Background: an optimization exercise with open tools, aiming at small area. Do not read the settings as production practice. The RTL was checked by simulation tests, not by an equivalence proof against the original design. Power and IR drop assume default switching activity.

## flow/constraint.sdc

```tcl
create_clock -name core_clock -period 4.5 [get_ports {clk_in}]
set_input_delay 0.9000 -clock core_clock [delete_from_list [all_inputs] [get_ports {clk_in}]]
set_output_delay 0.9000 -clock core_clock [all_outputs]
set_load 0.01 [all_outputs]
```

## flow/config.mk

```make
export PLATFORM = sky130hd
export DESIGN_NAME = alu_reservation_station
export DESIGN_NICKNAME = alu_reservation_station
export VERILOG_FILES = /design/flow/design.v
export SDC_FILE = /design/flow/constraint.sdc
export NUM_CORES = 4
export LEC_CHECK = 0
export CAP_MARGIN = 20
export CORE_MARGIN = 2
export CORE_UTILIZATION = 50
export SLEW_MARGIN = 20
export SYNTH_HIERARCHICAL = 1
```

## flow/standard.sh

```bash
#!/bin/bash
# synth_recipe.tcl (not shown) runs the flow's synth.tcl, then flattens the netlist and writes it again
# the make line also repeats each setting of config.mk as NAME=value (left out here)
make -C /OpenROAD-flow-scripts/flow DESIGN_CONFIG=/design/flow/config.mk WORK_HOME=/design/flow/orfs CLKGATE_MAP_FILE= SYNTH_SCRIPT=/design/flow/synth_recipe.tcl "${@:-finish}"
```

## flow/flow/run.sh

```bash
#!/bin/bash
# Own layout flow: the standard ORFS flow (standard.sh, unchanged
# synthesis), with three layout settings that ORFS reads from the
# environment:
#  - port buffers use buf_2 (every port still gets one);
#  - CTS builds the tree from clkbuf_8, in clusters of up to 16 sinks
#    within 60 um, without dummy balancing loads;
#  - after global routing, non-critical gates are downsized.
# The full tool output goes to standard.log in the work folder; ORFS's
# per-step logs stay under orfs/logs/.
set -euo pipefail

export BUFFER_PORTS_ARGS="-buffer_cell sky130_fd_sc_hd__buf_2"
export CTS_ARGS="-sink_clustering_enable -repair_clock_nets -dont_use_dummy_load -buf_list sky130_fd_sc_hd__clkbuf_8 -sink_clustering_size 16 -sink_clustering_max_diameter 60"
export RECOVER_POWER=100

bash standard.sh finish > standard.log 2>&1
```

## flow/design.v

```verilog
package alu_reservation_station_pkg;
    localparam int RS_SIZE       = 8;
    localparam int RS_INDEX_BIT  = 3;
    localparam int ROB_INDEX_BIT = 4;
    localparam int TYPE_BIT      = 5;
    localparam logic [TYPE_BIT-1:0] OP_ADD  = 5'd0;
    localparam logic [TYPE_BIT-1:0] OP_SUB  = 5'd1;
    localparam logic [TYPE_BIT-1:0] OP_XOR  = 5'd2;
    localparam logic [TYPE_BIT-1:0] OP_OR   = 5'd3;
    localparam logic [TYPE_BIT-1:0] OP_AND  = 5'd4;
    localparam logic [TYPE_BIT-1:0] OP_SLL  = 5'd5;
    localparam logic [TYPE_BIT-1:0] OP_SRL  = 5'd6;
    localparam logic [TYPE_BIT-1:0] OP_SRA  = 5'd7;
    localparam logic [TYPE_BIT-1:0] OP_SLT  = 5'd8;
    localparam logic [TYPE_BIT-1:0] OP_SLTU = 5'd9;
    localparam logic [TYPE_BIT-1:0] OP_BEQ  = 5'd10;
    localparam logic [TYPE_BIT-1:0] OP_BNE  = 5'd11;
    localparam logic [TYPE_BIT-1:0] OP_BLT  = 5'd12;
    localparam logic [TYPE_BIT-1:0] OP_BGE  = 5'd13;
    localparam logic [TYPE_BIT-1:0] OP_BLTU = 5'd14;
    localparam logic [TYPE_BIT-1:0] OP_BGEU = 5'd15;
    localparam logic [TYPE_BIT-1:0] OP_JALR = 5'd16;
endpackage
module rs_pick_bit (
    input  logic [7:0] sel,
    input  logic [7:0] v,
    output logic       o
);
    assign o = |(sel & v);
endmodule
module rs_opnd_aoi (
    input  logic s_n,
    input  logic n,
    input  logic s_a,
    input  logic a,
    input  logic s_l,
    input  logic l,
    output logic y
);
    assign y = ~((s_n & n) | (s_a & a) | (s_l & l));
endmodule
module rs_opnd_bit (
    input  logic s_n,
    input  logic n,
    input  logic s_a,
    input  logic a,
    input  logic s_l,
    input  logic l,
    input  logic s_h,
    input  logic q,
    output logic d
);
    logic y;
    rs_opnd_aoi u_aoi (
        .s_n(s_n), .n(n), .s_a(s_a), .a(a), .s_l(s_l), .l(l), .y(y)
    );
    logic yh;
    rs_nand2 u_h (.a(s_h), .b(q), .y(yh));
    rs_nand2 u_d (.a(y), .b(yh), .y(d));
endmodule
module rs_nand2 (
    input  logic a,
    input  logic b,
    output logic y
);
    assign y = ~(a & b);
endmodule
import alu_reservation_station_pkg::*;
module alu_reservation_station (
    input  logic                     clk_in,
    input  logic                     rst_in,
    input  logic                     rdy_in,
    input  logic                     clear_in,
    input  logic                     issue_valid,
    input  logic [TYPE_BIT-1:0]      issue_type,
    input  logic [31:0]              issue_vj,
    input  logic [31:0]              issue_vk,
    input  logic                     issue_has_qj,
    input  logic                     issue_has_qk,
    input  logic [ROB_INDEX_BIT-1:0] issue_qj,
    input  logic [ROB_INDEX_BIT-1:0] issue_qk,
    input  logic [ROB_INDEX_BIT-1:0] issue_rob_id,
    output logic                     full_out,
    input  logic                     cdb_alu_ready,
    input  logic [ROB_INDEX_BIT-1:0] cdb_alu_rob_id,
    input  logic [31:0]              cdb_alu_value,
    input  logic                     cdb_lsb_ready,
    input  logic [ROB_INDEX_BIT-1:0] cdb_lsb_rob_id,
    input  logic [31:0]              cdb_lsb_value,
    output logic                     alu_req,
    output logic [TYPE_BIT-1:0]      alu_type,
    output logic [31:0]              alu_r1,
    output logic [31:0]              alu_r2,
    output logic [ROB_INDEX_BIT-1:0] alu_rob_id
);
    localparam int N = RS_SIZE;
    logic [N-1:0]                    valid_q;
    logic [N-1:0][TYPE_BIT-1:0]      op_q;
    logic [N-1:0][ROB_INDEX_BIT-1:0] rob_q;
    logic [N-1:0][31:0]              vj_q;     
    logic [N-1:0][31:0]              vk_q;     
    logic [N-1:0]                    pj_q;
    logic [N-1:0]                    pk_q;
    logic [N-1:0]                    sel_q;    
    logic [N-1:0][N-1:0]             age_q;
    assign full_out = &valid_q;
    logic [N-1:0] alloc;
    always_comb begin
        for (int i = 0; i < N; i++) begin
            alloc[i] = issue_valid & rdy_in & ~valid_q[i];
            for (int j = 0; j < i; j++) alloc[i] = alloc[i] & valid_q[j];
        end
    end
    logic        nja, njl, nka, nkl;
    logic [31:0] in_vj, in_vk;
    assign nja = issue_has_qj & cdb_alu_ready & (issue_qj == cdb_alu_rob_id);
    assign njl = issue_has_qj & cdb_lsb_ready & (issue_qj == cdb_lsb_rob_id);
    assign nka = issue_has_qk & cdb_alu_ready & (issue_qk == cdb_alu_rob_id);
    assign nkl = issue_has_qk & cdb_lsb_ready & (issue_qk == cdb_lsb_rob_id);
    assign in_vj = {issue_vj[31:4], issue_has_qj ? issue_qj : issue_vj[3:0]};
    assign in_vk = {issue_vk[31:4], issue_has_qk ? issue_qk : issue_vk[3:0]};
    logic [N-1:0] ja, jl, ka, kl;
    always_comb begin
        for (int i = 0; i < N; i++) begin
            ja[i] = rdy_in & pj_q[i] & cdb_alu_ready & (vj_q[i][3:0] == cdb_alu_rob_id);
            jl[i] = rdy_in & pj_q[i] & cdb_lsb_ready & (vj_q[i][3:0] == cdb_lsb_rob_id);
            ka[i] = rdy_in & pk_q[i] & cdb_alu_ready & (vk_q[i][3:0] == cdb_alu_rob_id);
            kl[i] = rdy_in & pk_q[i] & cdb_lsb_ready & (vk_q[i][3:0] == cdb_lsb_rob_id);
        end
    end
    logic [N-1:0] jn, jsa, jsl, jh, kn, ksa, ksl, kh;
    logic [N-1:0][31:0] vj_d, vk_d;
    logic [N-1:0] pj_d, pk_d;
    always_comb begin
        for (int i = 0; i < N; i++) begin
            jsa[i] = alloc[i] ? nja : ja[i];
            jsl[i] = alloc[i] ? (~nja & njl) : (~ja[i] & jl[i]);
            jn[i]  = alloc[i] & ~nja & ~njl;
            jh[i]  = ~alloc[i] & ~ja[i] & ~jl[i];
            ksa[i] = alloc[i] ? nka : ka[i];
            ksl[i] = alloc[i] ? (~nka & nkl) : (~ka[i] & kl[i]);
            kn[i]  = alloc[i] & ~nka & ~nkl;
            kh[i]  = ~alloc[i] & ~ka[i] & ~kl[i];
            pj_d[i] = alloc[i] ? (issue_has_qj & ~nja & ~njl) : (pj_q[i] & ~ja[i] & ~jl[i]);
            pk_d[i] = alloc[i] ? (issue_has_qk & ~nka & ~nkl) : (pk_q[i] & ~ka[i] & ~kl[i]);
        end
    end
    for (genvar i = 0; i < N; i++) begin : g_ent
        for (genvar b = 0; b < 32; b++) begin : g_bit
            rs_opnd_bit u_j (
                .s_n(jn[i]),  .n(in_vj[b]),
                .s_a(jsa[i]), .a(cdb_alu_value[b]),
                .s_l(jsl[i]), .l(cdb_lsb_value[b]),
                .s_h(jh[i]),  .q(vj_q[i][b]),
                .d(vj_d[i][b])
            );
            rs_opnd_bit u_k (
                .s_n(kn[i]),  .n(in_vk[b]),
                .s_a(ksa[i]), .a(cdb_alu_value[b]),
                .s_l(ksl[i]), .l(cdb_lsb_value[b]),
                .s_h(kh[i]),  .q(vk_q[i][b]),
                .d(vk_d[i][b])
            );
        end
    end
    always_ff @(posedge clk_in) begin
        vj_q <= vj_d;
        vk_q <= vk_d;
        pj_q <= pj_d;
        pk_q <= pk_d;
        for (int i = 0; i < N; i++) begin
            if (alloc[i]) begin
                op_q[i]  <= issue_type;
                rob_q[i] <= issue_rob_id;
            end
        end
    end
    logic [N-1:0] ready, pick;
    always_comb begin
        for (int i = 0; i < N; i++) ready[i] = valid_q[i] & ~pj_q[i] & ~pk_q[i];
        for (int i = 0; i < N; i++) begin
            pick[i] = ready[i];
            for (int j = 0; j < N; j++) begin
                if (j < i) begin
                    if (ready[j] & age_q[j][i]) pick[i] = 1'b0;
                end else if (j > i) begin
                    if (ready[j] & ~age_q[i][j]) pick[i] = 1'b0;
                end
            end
        end
    end
    always_ff @(posedge clk_in) begin
        for (int b = 1; b < N; b++) begin
            for (int a = 0; a < b; a++) begin
                if (alloc[b])      age_q[a][b] <= 1'b1;
                else if (alloc[a]) age_q[a][b] <= 1'b0;
            end
        end
    end
    always_ff @(posedge clk_in) begin
        if (rdy_in) sel_q <= pick;
    end
    always_ff @(posedge clk_in or posedge rst_in) begin
        if (rst_in) begin
            valid_q <= '0;
            alu_req <= 1'b0;
        end else if (rdy_in) begin
            if (clear_in) begin
                valid_q <= '0;
                alu_req <= 1'b0;
            end else begin
                valid_q <= (valid_q & ~pick) | alloc;
                alu_req <= |ready;
            end
        end
    end
    logic [TYPE_BIT-1:0][N-1:0]      op_t;
    logic [31:0][N-1:0]              vj_t, vk_t;
    logic [ROB_INDEX_BIT-1:0][N-1:0] rob_t;
    always_comb begin
        for (int i = 0; i < N; i++) begin
            for (int b = 0; b < TYPE_BIT; b++)      op_t[b][i]  = op_q[i][b];
            for (int b = 0; b < 32; b++)            vj_t[b][i]  = vj_q[i][b];
            for (int b = 0; b < 32; b++)            vk_t[b][i]  = vk_q[i][b];
            for (int b = 0; b < ROB_INDEX_BIT; b++) rob_t[b][i] = rob_q[i][b];
        end
    end
    for (genvar b = 0; b < 32; b++) begin : g_out
        rs_pick_bit u_r1 (.sel(sel_q), .v(vj_t[b]), .o(alu_r1[b]));
        rs_pick_bit u_r2 (.sel(sel_q), .v(vk_t[b]), .o(alu_r2[b]));
        if (b < TYPE_BIT) begin : g_type
            rs_pick_bit u_t (.sel(sel_q), .v(op_t[b]), .o(alu_type[b]));
        end
        if (b < ROB_INDEX_BIT) begin : g_rob
            rs_pick_bit u_rob (.sel(sel_q), .v(rob_t[b]), .o(alu_rob_id[b]));
        end
    end
endmodule
```

==> summary.txt, run 1 <==
Root Buffer - clkbuf_8
Post-synthesis xor/xnor area fraction - 4.15%
Gpl congestion - 0.971
Final period util - 91.2%
Vias in the first global route - 30,100
WP data arrival - 3.20 ns
CTS max path bufs - 3
Max Slew Vio Count - 34
Max cap viols - 1
Drt total wl - 132,000 um
Chip height - 245 um
Worst hold path type - input port to asynchronous set/reset pin
Synth top area cells - dfxtp_1 38%, a222oi_1 18%, nand2_1 14%
Post-synth EDFFs - 80
Hold-fix buffers at CTS - 0
CP Cell Sequence - clkbuf_2, a22oi_1, nand4_1, clkbuf_1
Post-synthesis cell type count - 58
Max Clk Rate - 244 MHz
Fin crit period - 4.10 ns
Sequential-to-total area share from yosys stat - 47.2%
Full die area - 0.0602 sq mm
Fin Clk Skew - 0.0640 ns
Final setup violation count - 0
Yosys top cell by area - dfxtp_1
Outcome - finished with violations
Total global-route track usage - 41.9%
Mapped cell area - 0.0291 sq mm
IO Count - 237
Slew @ Worst Pin - 1.97 ns
Placed cell count - 4,142
Compound-Gate Fraction of Synth Area - 28.6%
Non-Filler Instances - 4,201
DRT Pass-1 Iters - 17
Leakage - 0.0140 uW
Setup crit start kind - register
Clock latency (worst-skew pair) - 0.72 ns
Final-layout fill cell count - 5,233
Core Rows - 88
Critical Setup Path Class - register to primary output
Layout check faults - capacitance limit, slew limit
Core Area - 0.0577 sq mm
Post-synthesis adder-cell area fraction - 0%
Area of the multi-input gates - 0.0153 sq mm
IR drop worst, VDD - 474 uV
Initial Util - 50.5%
DRC - 0
Global-route wire length before repair - 191,000 um
Horiz. Die Dim - 245 um
Synth-to-Final Area Change - 12.5%
Share of the synthesized area in the top cell type - 38.2%
Post-CTS sizing - 0
Post-Synth Simple-Gate Area - 18.7%
Commonest cells post-synth - 1,103 x nand2_1, 556 x dfxtp_1, 512 x a222oi_1
Share of cells above drive strength 1 - 11.0%
YS warnings - 7
Largest family of logic cells by synthesized area - compound AO/OA/AOI/OAI gates
CTS tree - yes
FFs w/ async S/R, synth - 1.40%
H-tree lvl count - 2
CP peak stage delay - 0.93 ns
Vias - 31,500
Top-count cell post-synth - nand2_1
RSZ-0062 raised after global routing - no
Layout Nets - 3,595
CTS sink count - 645
Endpoints failing hold - 0
Max Fanout on Critical Path - 28
Mux cell area share after synthesis - 0.309%
Clock-pin slew of the registers on the worst-case setup and hold paths - 0.09 ns
Antenna Nets Post-Route - 0
Pin count of the biggest net entering global routing - 74
P per Cell Area - 485 mW/mm^2
Final HPWL DP - 76,100 um
Post-synthesis register bit count - 645
Reg area - 0.0138 sq mm
Slew HR - -31.7%
Req. time, crit path - 3.60 ns
Syn Inst Count - 3,084
Post-synth net total - 3,246
Setup TNS - 0 ns
Wire per inst - 31.3 um
IO Port Bufs - 236
Grt total ovfl - 0
CP endpoint kind - primary output
CTS Buf Count - 53
Syn_area_per_cell - 9.44 sq um
Crit-path slowest cell - edfxtp_1
DRC marker count from the first detailed-route iteration - 6,857
Initial antenna violation count - 13
Via density - 7.49
Prevailing post-synth register cell - dfxtp_1
Post-CTS setup buffers - 0
## routing by layer
layer | routed length (um) | global-route usage, %
met2 | 57800 | 65.2
met5 | 170 | 1.39
met3 | 19600 | 10.5
met4 | 7610 | 21.9
met1 | 46500 | 53.8
## power breakdown
| group | internal, uW | switching, uW |
|---|---|---|
| Clock | 1050 | 1930 |
| Combinational | 1670 | 3020 |
| Sequential | 7260 | 965 |
## per-module statistics from Yosys, one instance, submodules excluded, a selection
module / flops+latches / cells inside / copies in the design / cell area (sq um)
rs_pick_bit: 0 / 5 / 73 / 36.3
rs_opnd_aoi: 0 / 1 / 512 / 10.0
alu_reservation_station: 645 / 1183 / 1 / 17500
rs_nand2: 0 / 1 / 1024 / 3.75
## registers in the layout, summed over array words and instances, names as in the netlist
signal,cells
sel_q,8
vk_q,256
pj_q,8
vj_q,256
rob_q,32
pk_q,8
alu_req,1
age_q,28
valid_q,8
op_q,40
## cells by family (layout without fill, tap and decap cells)
kind of cell	count (synthesis)	count (layout)
buffers and inverters	61	408
AO/OA/AOI/OAI	920	920
XOR/XNOR	138	138
other	0	5
AND/OR/NAND/NOR	1312	1312
multiplexers	8	8
flip-flops	645	645
## path summary, 6_finish.rpt
check,start,to,slack [ns],cells after the start
hold / removal,rst_in,valid_q[5]$_DFFE_PP0P_,0.17,2
min in group core_clock,vj_q[54]$_DFF_P_,vj_q[54]$_DFF_P_,0.44,2
max in group asynchronous,rst_in,valid_q[7]$_DFFE_PP0P_,4.04,2
setup / recovery,sel_q[2]$_DFFE_PP_,alu_r1[11],0.40,4
hold reg to reg,vj_q[54]$_DFF_P_,vj_q[54]$_DFF_P_,0.44,2
setup reg to reg,valid_q[0]$_DFFE_PP0P_,vk_q[59]$_DFF_P_,0.84,7
## layout make-up
class	count	area share [%]
antenna	5	0.0382
clock buffer	53	2.23
inverter	18	0.206
multi-input combinational	2378	46.8
sequential	645	42.0
tap	765	2.92
timing repair buffer	337	5.84
## worst max-delay path, delay by kind of cell (launching register included)
kind | cells | cell delay (ns)
flops | 1 | 0.93
compound gates | 1 | 0.24
buf+inv | 2 | 1.06
simple gates | 1 | 0.26
## placed cells by master, fill, tap and decap left out, drive strengths merged, types with 4 or more instances in the layout
master / netlist / routed
a21boi: 16 / 16
a21oi: 4 / 4
a222oi: 512 / 512
a22oi: 300 / 300
a32o: 16 / 16
buf: 28 / 237
clkbuf: 15 / 153
dfrtp: 9 / 9
dfxtp: 556 / 556
diode: 0 / 5
edfxtp: 80 / 80
inv: 16 / 16
mux2: 8 / 8
nand2: 1104 / 1104
nand3: 24 / 24
nand4: 92 / 92
nor2: 21 / 21
nor2b: 18 / 18
nor3: 22 / 22
nor3b: 6 / 6
o21ai: 15 / 15
o221ai: 8 / 8
o22ai: 20 / 20
o41ai: 12 / 12
or3b: 6 / 6
xnor2: 46 / 46
xor2: 92 / 92
## metrics by stage
stage          power [uW]  util (%)  hold slack (ns)  area, sq um  setup WS [ns]
6_report            15900      56.8            0.173        32800          0.397
5_1_grt             16700      56.8            0.196        32800          0.445
4_1_cts             15900      57.3            0.153        33100          0.932
3_5_place_dp        13000      56.0            0.429        32300          0.760
3_3_place_gp        12800      56.0            0.423        32300          0.852
2_1_floorplan       10900         -            0.416        29100          0.456
==> run 2, diff against run 1 <==
--- a/flow/design.v
+++ b/flow/design.v
@@ -21,12 +21,36 @@
     localparam logic [TYPE_BIT-1:0] OP_BGEU = 5'd15;
     localparam logic [TYPE_BIT-1:0] OP_JALR = 5'd16;
 endpackage
+module rs_pick_aoi3 (
+    input  logic [2:0] sel,
+    input  logic [2:0] v,
+    output logic       y
+);
+    assign y = ~|(sel & v);
+endmodule
+module rs_pick_aoi2 (
+    input  logic [1:0] sel,
+    input  logic [1:0] v,
+    output logic       y
+);
+    assign y = ~|(sel & v);
+endmodule
+module rs_nand3 (
+    input  logic [2:0] a,
+    output logic       y
+);
+    assign y = ~&a;
+endmodule
 module rs_pick_bit (
     input  logic [7:0] sel,
     input  logic [7:0] v,
     output logic       o
 );
-    assign o = |(sel & v);
+    logic [2:0] y;
+    rs_pick_aoi3 u_a (.sel(sel[2:0]), .v(v[2:0]), .y(y[0]));
+    rs_pick_aoi3 u_b (.sel(sel[5:3]), .v(v[5:3]), .y(y[1]));
+    rs_pick_aoi2 u_c (.sel(sel[7:6]), .v(v[7:6]), .y(y[2]));
+    rs_nand3 u_o (.a(y), .y(o));
 endmodule
 module rs_opnd_aoi (
     input  logic s_n,
==> flow/flow/run.sh (replaced) <==
#!/bin/bash
# Own layout flow: the standard ORFS flow (standard.sh, unchanged
# synthesis), with three layout settings that ORFS reads from the
# environment:
#  - port buffers use buf_1 (every port still gets one);
#  - CTS builds the tree from clkbuf_8, in clusters of up to 16 sinks
#    within 60 um, without dummy balancing loads;
#  - after global routing, non-critical gates are downsized.
# The full tool output goes to standard.log in the work folder; ORFS's
# per-step logs stay under orfs/logs/.
set -euo pipefail

export BUFFER_PORTS_ARGS="-buffer_cell sky130_fd_sc_hd__buf_1"
export CTS_ARGS="-sink_clustering_enable -repair_clock_nets -dont_use_dummy_load -buf_list sky130_fd_sc_hd__clkbuf_8 -sink_clustering_size 16 -sink_clustering_max_diameter 60"
export RECOVER_POWER=100

bash standard.sh finish > standard.log 2>&1
--- a/flow/config.mk
+++ b/flow/config.mk
@@ -5,8 +5,8 @@
 export SDC_FILE = /design/flow/constraint.sdc
 export NUM_CORES = 4
 export LEC_CHECK = 0
-export CAP_MARGIN = 20
+export CAP_MARGIN = 10
 export CORE_MARGIN = 2
 export CORE_UTILIZATION = 50
-export SLEW_MARGIN = 20
+export SLEW_MARGIN = 10
 export SYNTH_HIERARCHICAL = 1
==> summary.txt, run 2 <==
Outcome - finished with violations
Layout check faults - capacitance limit, slew limit
WP data arrival - 3.26 ns (+0.06 ns)
IO Count - 237 (unchanged)
Reg2Reg Launch Point - valid_q[1]$_DFFE_PP0P_
Placed cell count - 4,075 (-1.6%)
Final Core Density - 56.6% (-0.19 points)
Fin Clk Skew - 0.0742 ns (+0.0101 ns)
CTS Buf Count - 53 (unchanged)
DRT Pass-1 Iters - 17 (unchanged)
Setup Slack @ Placement - 0.688 ns (-0.0728 ns)
Req. time, crit path - 3.60 ns (about the same)
Setup TNS - 0 ns (unchanged)
Final HPWL DP - 74,100 um (-2.6%)
Slew @ Worst Pin - 2.81 ns (+0.846 ns)
FF-to-FF setup slack - 0.48 ns (-0.36 ns)
Reg-to-Reg End - vj_q[213]$_DFF_P_
Post-synthesis cell type count - 59 (+1.7%)
Worst hold path type - input port to asynchronous set/reset pin
Share of cells above drive strength 1 - 8.95% (-2.0 points)
Post-CTS setup buffers - 0 (unchanged)
Most frequent cells in the layout - 1,104 x nand2_1, 658 x a222oi_1, 556 x dfxtp_1
P per Cell Area - 487 mW/mm^2 (+0.35%)
Setup crit start kind - register
FFs w/ async S/R, synth - 1.40% (unchanged)
Synth top area cells - dfxtp_1 38%, a222oi_1 23%, nand2_1 14%
Synth-to-Final Area Change - 11.8%
Int Pwr - 9970 uW (-0.10%)
Most common cell after layout, fill and taps aside - nand2_1
Fin crit period - 4.16 ns (+0.0597 ns)
Max Slew Vio Count - 161 (+370%)
Drt total wl - 131,000 um (-0.90%)
DRC - 0 (unchanged)
Commonest cells post-synth - 1,103 x nand2_1, 658 x a222oi_1, 556 x dfxtp_1
Syn_area_per_cell - 9.70 sq um (+2.7%)
YS warnings - 7 (unchanged)
Total global-route track usage - 41.7% (-0.24 points)
CTS sink count - 645 (unchanged)
Clock-pin slew of the registers on the worst-case setup and hold paths - 0.08 ns (about the same)
Top-count cell post-synth - nand2_1
CTS tree - yes
Initial Util - 50.6% (+0.16 points)
H-tree lvl count - 2 (unchanged)
Core Area - 0.0577 sq mm (unchanged)
Sw frac - 37.3% (+0.069 points)
Slew HR - -88.0% (-56 points)
Clock group share of total power - 18.8% (about the same)
Post-synth net total - 3,173 (-2.2%)
Chip height - 246 um (+0.15%)
Mapped cell area - 0.0292 sq mm (+0.31%)
CP endpoint kind - primary output
Initial antenna violation count - 9 (-4)
Pin count of the biggest net entering global routing - 74 (unchanged)
DRC marker count from the first detailed-route iteration - 7,435 (+8.4%)
Logic pwr share - 29.4% (about the same)
Full die area - 0.0604 sq mm (+0.31%)
Share of the synthesized area in the top cell type - 38.1% (-0.12 points)
Final period util - 92.5% (+1.3 points)
Post-CTS sizing - 0 (unchanged)
Leakage - 0.0135 uW (-3.0%)
Clock latency (worst-skew pair) - 0.72 ns (about the same)
CTS max path bufs - 3 (unchanged)
Post-synthesis register bit count - 645 (unchanged)
Max cap viols - 5 (+4)
Max Fanout on Critical Path - 65 (+130%)
Hold-fix buffers at CTS - 0 (unchanged)
Max Clk Rate - 240 MHz (-1.4%)
Gpl congestion - 0.952 (-2.0%)
Yosys top cell by area - dfxtp_1
Antenna Nets Post-Route - 0 (unchanged)
Final setup violation count - 0 (unchanged)
Non-Filler Instances - 4,131 (-1.7%)
Post-synth EDFFs - 80 (unchanged)
IR drop worst, VDD - 495 uV (+4.4%)
Share of total power in sequential cells - 51.8% (about the same)
IO Port Bufs - 236 (unchanged)
Via density - 7.53 (+0.47%)
Wire per inst - 31.6 um (+0.78%)
R2R depth - 7 (unchanged)
Endpoints failing hold - 0 (unchanged)
Post-route design area - 0.0327 sq mm (-0.34%)
Top Registers - vj_q x256, vk_q x256, op_q x40
RSZ-0062 raised after global routing - no
Layout Nets - 3,527 (-1.9%)
Grt total ovfl - 0 (unchanged)
Vias in the first global route - 30,200 (+0.33%)
Critical Setup Path Class - register to primary output
Root Buffer - clkbuf_8
Core Rows - 88 (unchanged)
Sw power - 5930 uW (+0.20%)
Global-route wire length before repair - 190,000 um (-0.35%)
Vias - 31,100 (-1.2%)
Sequential-to-total area share from yosys stat - 47.1% (-0.15 points)
Horiz. Die Dim - 246 um (+0.15%)
Placed cell area - 0.0321 sq mm (-0.57%)
Syn Inst Count - 3,011 (-2.4%)
Prevailing post-synth register cell - dfxtp_1
Final worst slack - 0.337 ns (-0.0597 ns)
run 2: cell types whose count changed after synthesis, sizes merged:
cell    delta
a22oi    -219
a222oi   +146
nand3     +73
nand4     -73
run 2: layer usage:
| layer | wire, um | global-route usage [%] | share of wire (%) | vias to the layer above |
|---|---|---|---|---|
| li1 | - | - | - | 13000 |
| met1 | 45800 | 52.0 | 35 | 14900 |
| met2 | 58600 | 65.8 | 45 | 2612 |
| met3 | 18800 | 10.8 | 14 | 504 |
| met4 | 7320 | 22.6 | 5.6 | 12 |
| met5 | 79 | 0 | 0.061 | - |
run 2: worst max-delay path by stage:
stage	start	to	slack (ns)
after CTS	sel_q[3]$_DFFE_PP_	alu_r2[1]	0.87
final	sel_q[1]$_DFFE_PP_	alu_r1[18]	0.34
after floorplan	cdb_alu_rob_id[1]	vj_q[224]$_DFF_P_	0.46
after global placement	rdy_in	vk_q[205]$_DFF_P_	0.75
after global routing	rdy_in	vj_q[215]$_DFF_P_	0.34
after detailed placement	rdy_in	vk_q[74]$_DFF_P_	0.69
run 2: per-stage QoR:
stage               hold WS [ns]  power (uW)
floorplan                  0.414       10900
global placement           0.422       12700
detailed placement         0.428       12900
CTS                        0.138       15800
global route               0.196       16700
finish                     0.153       15900
run 2: power by group through the flow:
stage / logic (uW) / registers (uW) / clock network (uW)
after floorplan: 2700 / 8190 / 0
after global placement: 4410 / 8270 / 0
after detailed placement: 4560 / 8340 / 0
after CTS: 4560 / 8210 / 3010
after global routing: 5050 / 8390 / 3220
final: 4670 / 8240 / 2990
run 2: Yosys stat by module (local to each module, per instance), a selection:
| module | cells inside | copies in the design | area (sq um) | flops+latches |
|---|---|---|---|---|
| rs_nand3 | 1 | 73 | 5.00 | 0 |
| rs_nand2 | 1 | 1024 | 3.75 | 0 |
| rs_opnd_aoi | 1 | 512 | 10.0 | 0 |
| alu_reservation_station | 1183 | 1 | 17500 | 645 |
| rs_pick_aoi2 | 1 | 73 | 12.5 | 0 |
| rs_pick_aoi3 | 1 | 146 | 10.0 | 0 |
run 2: cell type report:
class	instances	area (sq um)
Fill cell	5286	25000
Inverter	18	67.6
Sequential cell	645	13800
Timing Repair Buffer	342	1700
Tap cell	765	957
Clock buffer	53	729
Multi-Input combinational cell	2305	15400
Antenna cell	3	7.51
run 2: worst max-delay path, stage by stage, from the launching register on:
cell and delay (ns):
edfxtp_1 0.69, clkbuf_4 1.13, a222oi_1 0.22, nand3_1 0.31, buf_1 0.21
run 2: logic make-up (layout without fill, tap and decap cells):
family / Yosys count / in the layout / synth area share (%)
AND/OR/NAND/NOR: 1312 / 1312 / 18.3
AO/OA/AOI/OAI: 847 / 847 / 29.1
flip-flops: 645 / 645 / 47.1
XOR/XNOR: 138 / 138 / 4.14
buffers and inverters: 61 / 413 / 1.05
multiplexers: 8 / 8 / 0.308
other: 0 / 3 / 0
==> run 3, diff against run 2 <==
==> flow/flow/run.sh (replaced) <==
#!/bin/bash
# Own layout flow: the standard ORFS flow (standard.sh, unchanged
# synthesis), with two layout settings that ORFS reads from the
# environment:
#  - port buffers use buf_2 (every port still gets one);
#  - CTS builds the tree from clkbuf_8, in clusters of up to 12 sinks
#    within 50 um, without dummy balancing loads.
# The full tool output goes to standard.log in the work folder; ORFS's
# per-step logs stay under orfs/logs/.
set -euo pipefail

export BUFFER_PORTS_ARGS="-buffer_cell sky130_fd_sc_hd__buf_2"
export CTS_ARGS="-sink_clustering_enable -repair_clock_nets -dont_use_dummy_load -buf_list sky130_fd_sc_hd__clkbuf_8 -sink_clustering_size 12 -sink_clustering_max_diameter 50"

bash standard.sh finish > standard.log 2>&1
--- a/flow/config.mk
+++ b/flow/config.mk
@@ -5,8 +5,8 @@
 export SDC_FILE = /design/flow/constraint.sdc
 export NUM_CORES = 4
 export LEC_CHECK = 0
-export CAP_MARGIN = 10
+export CAP_MARGIN = 20
 export CORE_MARGIN = 2
-export CORE_UTILIZATION = 50
-export SLEW_MARGIN = 10
+export CORE_UTILIZATION = 40
+export SLEW_MARGIN = 20
 export SYNTH_HIERARCHICAL = 1
==> summary.txt, run 3 <==
Non-Filler Instances - 4,349 (+5.3%)
Pin count of the biggest net entering global routing - 74 (unchanged)
Most frequent cells in the layout - 1,103 x nand2_1, 658 x a222oi_1, 556 x dfxtp_1
Fin crit period - 3.73 ns (-0.436 ns)
Clock-pin slew of the registers on the worst-case setup and hold paths - 0.08 ns (about the same)
Final setup violation count - 0 (unchanged)
Share of the synthesized area in the top cell type - 38.1% (unchanged)
YS warnings - 7 (unchanged)
CP endpoint kind - primary output
Post-synth EDFFs - 80 (unchanged)
Vias in the first global route - 28,800 (-4.8%)
CTS Buf Count - 79 (+49%)
Syn Inst Count - 3,011 (unchanged)
Post-synthesis register bit count - 645 (unchanged)
Synth top area cells - dfxtp_1 38%, a222oi_1 23%, nand2_1 14%
Vias - 30,600 (-1.5%)
Slew @ Worst Pin - 1.27 ns (-1.54 ns)
Most common cell after layout, fill and taps aside - nand2_1
Yosys top cell by area - dfxtp_1
Gpl congestion - 0.918 (-3.6%)
Slew HR - 15.1% (+100 points)
Antenna Nets Post-Route - 0 (unchanged)
Setup TNS - 0 ns (unchanged)
Share of cells above drive strength 1 - 17.3% (+8.4 points)
Layout Nets - 3,546 (+0.54%)
Top Registers - vj_q x256, vk_q x256, op_q x40
Top-count cell post-synth - nand2_1
Final HPWL DP - 75,200 um (+1.4%)
Full die area - 0.0752 sq mm (+25%)
Final Core Density - 47.2% (-9.4 points)
Max Clk Rate - 268 MHz (+12%)
Post-synthesis cell type count - 59 (unchanged)
H-tree lvl count - 3 (+1)
Req. time, crit path - 3.60 ns (about the same)
Root Buffer - clkbuf_8
Horiz. Die Dim - 274 um (+12%)
Post-synth net total - 3,173 (unchanged)
Max Slew Vio Count - 0 (-100%)
Drt total wl - 131,000 um (+0.32%)
DRT Pass-1 Iters - 17 (unchanged)
Chip height - 274 um (+12%)
Syn_area_per_cell - 9.70 sq um (unchanged)
CTS tree - yes
Initial Util - 40.3% (-10 points)
FFs w/ async S/R, synth - 1.40% (unchanged)
P per Cell Area - 490 mW/mm^2 (+0.72%)
DRC - 0 (unchanged)
Leakage - 0.0146 uW (+8.0%)
Via density - 7.04 (-6.4%)
IO Count - 237 (unchanged)
Sequential-to-total area share from yosys stat - 47.1% (unchanged)
Setup crit start kind - register
RSZ-0062 raised after global routing - no
CTS sink count - 645 (unchanged)
Critical Setup Path Class - register to primary output
Worst hold path type - input port to asynchronous set/reset pin
Synth-to-Final Area Change - 17.1%
DRC marker count from the first detailed-route iteration - 7,087 (-4.7%)
Total global-route track usage - 33.7% (-8.0 points)
Core Area - 0.0726 sq mm (+26%)
Endpoints failing hold - 0 (unchanged)
Wire per inst - 30.1 um (-4.7%)
Clock latency (worst-skew pair) - 0.72 ns (about the same)
IR drop worst, VDD - 316 uV (-36%)
Placed cell count - 4,250 (+4.3%)
CTS max path bufs - 3 (unchanged)
Grt total ovfl - 0 (unchanged)
Final period util - 82.8% (-9.7 points)
Max cap viols - 0 (-5)
Commonest cells post-synth - 1,103 x nand2_1, 658 x a222oi_1, 556 x dfxtp_1
Reg2Reg Launch Point - valid_q[0]$_DFFE_PP0P_
Post-CTS sizing - 0 (unchanged)
Fin Clk Skew - 0.118 ns (+0.0441 ns)
Post-CTS setup buffers - 0 (unchanged)
Core Rows - 99 (+13%)
Outcome - finished clean
IO Port Bufs - 236 (unchanged)
Hold-fix buffers at CTS - 0 (unchanged)
Mapped cell area - 0.0292 sq mm (unchanged)
CP Launch Point - sel_q[1]$_DFFE_PP_
WP data arrival - 2.83 ns (-0.43 ns)
Initial antenna violation count - 14 (+5)
Max Fanout on Critical Path - 16 (-75%)
Global-route wire length before repair - 192,000 um (+0.62%)
Prevailing post-synth register cell - dfxtp_1
-- run 3: changes by cell type in the layout (fill, tap and decap cells not counted), moves of 6 or more --
| cell | previous run | this run |
|---|---|---|
| buf_12 | 8 | 14 |
| clkbuf_1 | 23 | 0 |
| buf_1 | 226 | 0 |
| buf_16 | 0 | 11 |
| clkbuf_8 | 53 | 79 |
| nor2_2 | 16 | 0 |
| o41ai_1 | 8 | 2 |
| o22ai_4 | 0 | 16 |
| clkbuf_2 | 12 | 0 |
| nor2_4 | 0 | 16 |
| o22ai_2 | 14 | 0 |
| buf_2 | 0 | 236 |
-- run 3: through the flow --
step	area, sq um	hold slack, ns	setup WS, ns	power (uW)
after floorplan	29200	0.414	0.456	10900
after global placement	32800	0.423	0.738	13000
after detailed placement	32800	0.428	0.689	13100
after CTS	33900	0.156	0.776	16600
after global routing	34200	0.185	0.714	17600
final	34200	0.192	0.773	16800
-- run 3: layout make-up --
| class | count | area (sq um) |
|---|---|---|
| diodes | 8 | 20.0 |
| clock buffers | 79 | 1090 |
| fillers | 7176 | 38400 |
| inverters | 18 | 67.6 |
| multi-input cells | 2305 | 15800 |
| flip-flops and latches | 645 | 13800 |
| well taps | 959 | 1200 |
| repair buffers | 335 | 2320 |
-- run 3: final timing paths --
| path | end | slack [ns] | cells past startpoint |
|---|---|---|---|
| min in group core_clock | vk_q[149]$_DFF_P_ | 0.44 | 2 |
| max in group asynchronous | valid_q[3]$_DFFE_PP0P_ | 3.95 | 2 |
| worst min-delay path | valid_q[4]$_DFFE_PP0P_ | 0.19 | 2 |
| worst min register to register | vk_q[149]$_DFF_P_ | 0.44 | 2 |
| worst max register to register | vj_q[33]$_DFF_P_ | 1.27 | 7 |
| worst max-delay path | alu_r2[1] | 0.77 | 4 |
-- run 3: cells by family after synthesis --
logic type      share of synthesized area (%)
buf+inv                                  1.05
xor+xnor                                 4.14
mux                                     0.308
compound gates                           29.1
simple gates                             18.3
flops                                    47.1
-- run 3: where the power goes --
group / leakage, uW / total, uW / internal [uW] / switching [uW]
clock network: 0.000568 / 3640 / 1550 / 2090
logic: 0.00861 / 4820 / 1860 / 2970
registers: 0.00543 / 8320 / 7260 / 1050
total: 0.0146 / 16800 / 10700 / 6100
-- run 3: worst max-delay path, stage by stage, from the launching register on --
cell and delay (ns):
edfxtp_1 0.85, buf_4 0.42, a222oi_1 0.39, nand3_1 0.27, buf_2 0.21
-- run 3: per-module statistics from Yosys, one instance, submodules excluded, excerpt --
module	copies in the design	cells inside
rs_nand2	1024	1
alu_reservation_station	1	1183
rs_pick_aoi2	73	1
rs_nand3	73	1
rs_pick_aoi3	146	1
rs_opnd_aoi	512	1
-- run 3: routing by layer --
layer  global-route usage [%]  vias to the layer above  part of all wire (%)
met4                     14.8                       16                   4.4
li1                         -                    13100                     -
met5                        0                        -                 0.076
met1                     44.8                    14700                    38
met3                     9.38                      365                    14
met2                     50.9                     2424                    43

## re-timing with driven ports
Ports are ideal in the flow. The routed layouts listed here were re-timed in OpenROAD. Step 1 sets driving cells, clkbuf_16 on the clock port and buf_2 on the other inputs (assumed; they add their load-dependent delay and slew). Step 2 also shifts input and output timing later by t, the mid clock arrival at the registers, as if the neighbouring blocks saw the same clock. Slacks: ideal / step 1 / step 2; pairs: ideal / step 1.
run | t (ns) | slack for setup (ns) | worst setup path after step 2 | clock arrival spread, ns | worst slew at a driven data input, ns
run 1 | 0.748 | 0.397 / 0.337 / -0.176 | input to register | 0.065 / 0.064 | 0.14
run 2 | 0.749 | 0.337 / 0.274 / -0.360 | input to register | 0.075 / 0.076 | 0.14
run 3 | 0.724 | 0.773 / 0.710 / 0.541 | input to register | 0.122 / 0.122 | 0.16
For run 2, which loses most, drivers alone change the setup slack by -0.063 ns; drivers and shift together by -0.697 ns.
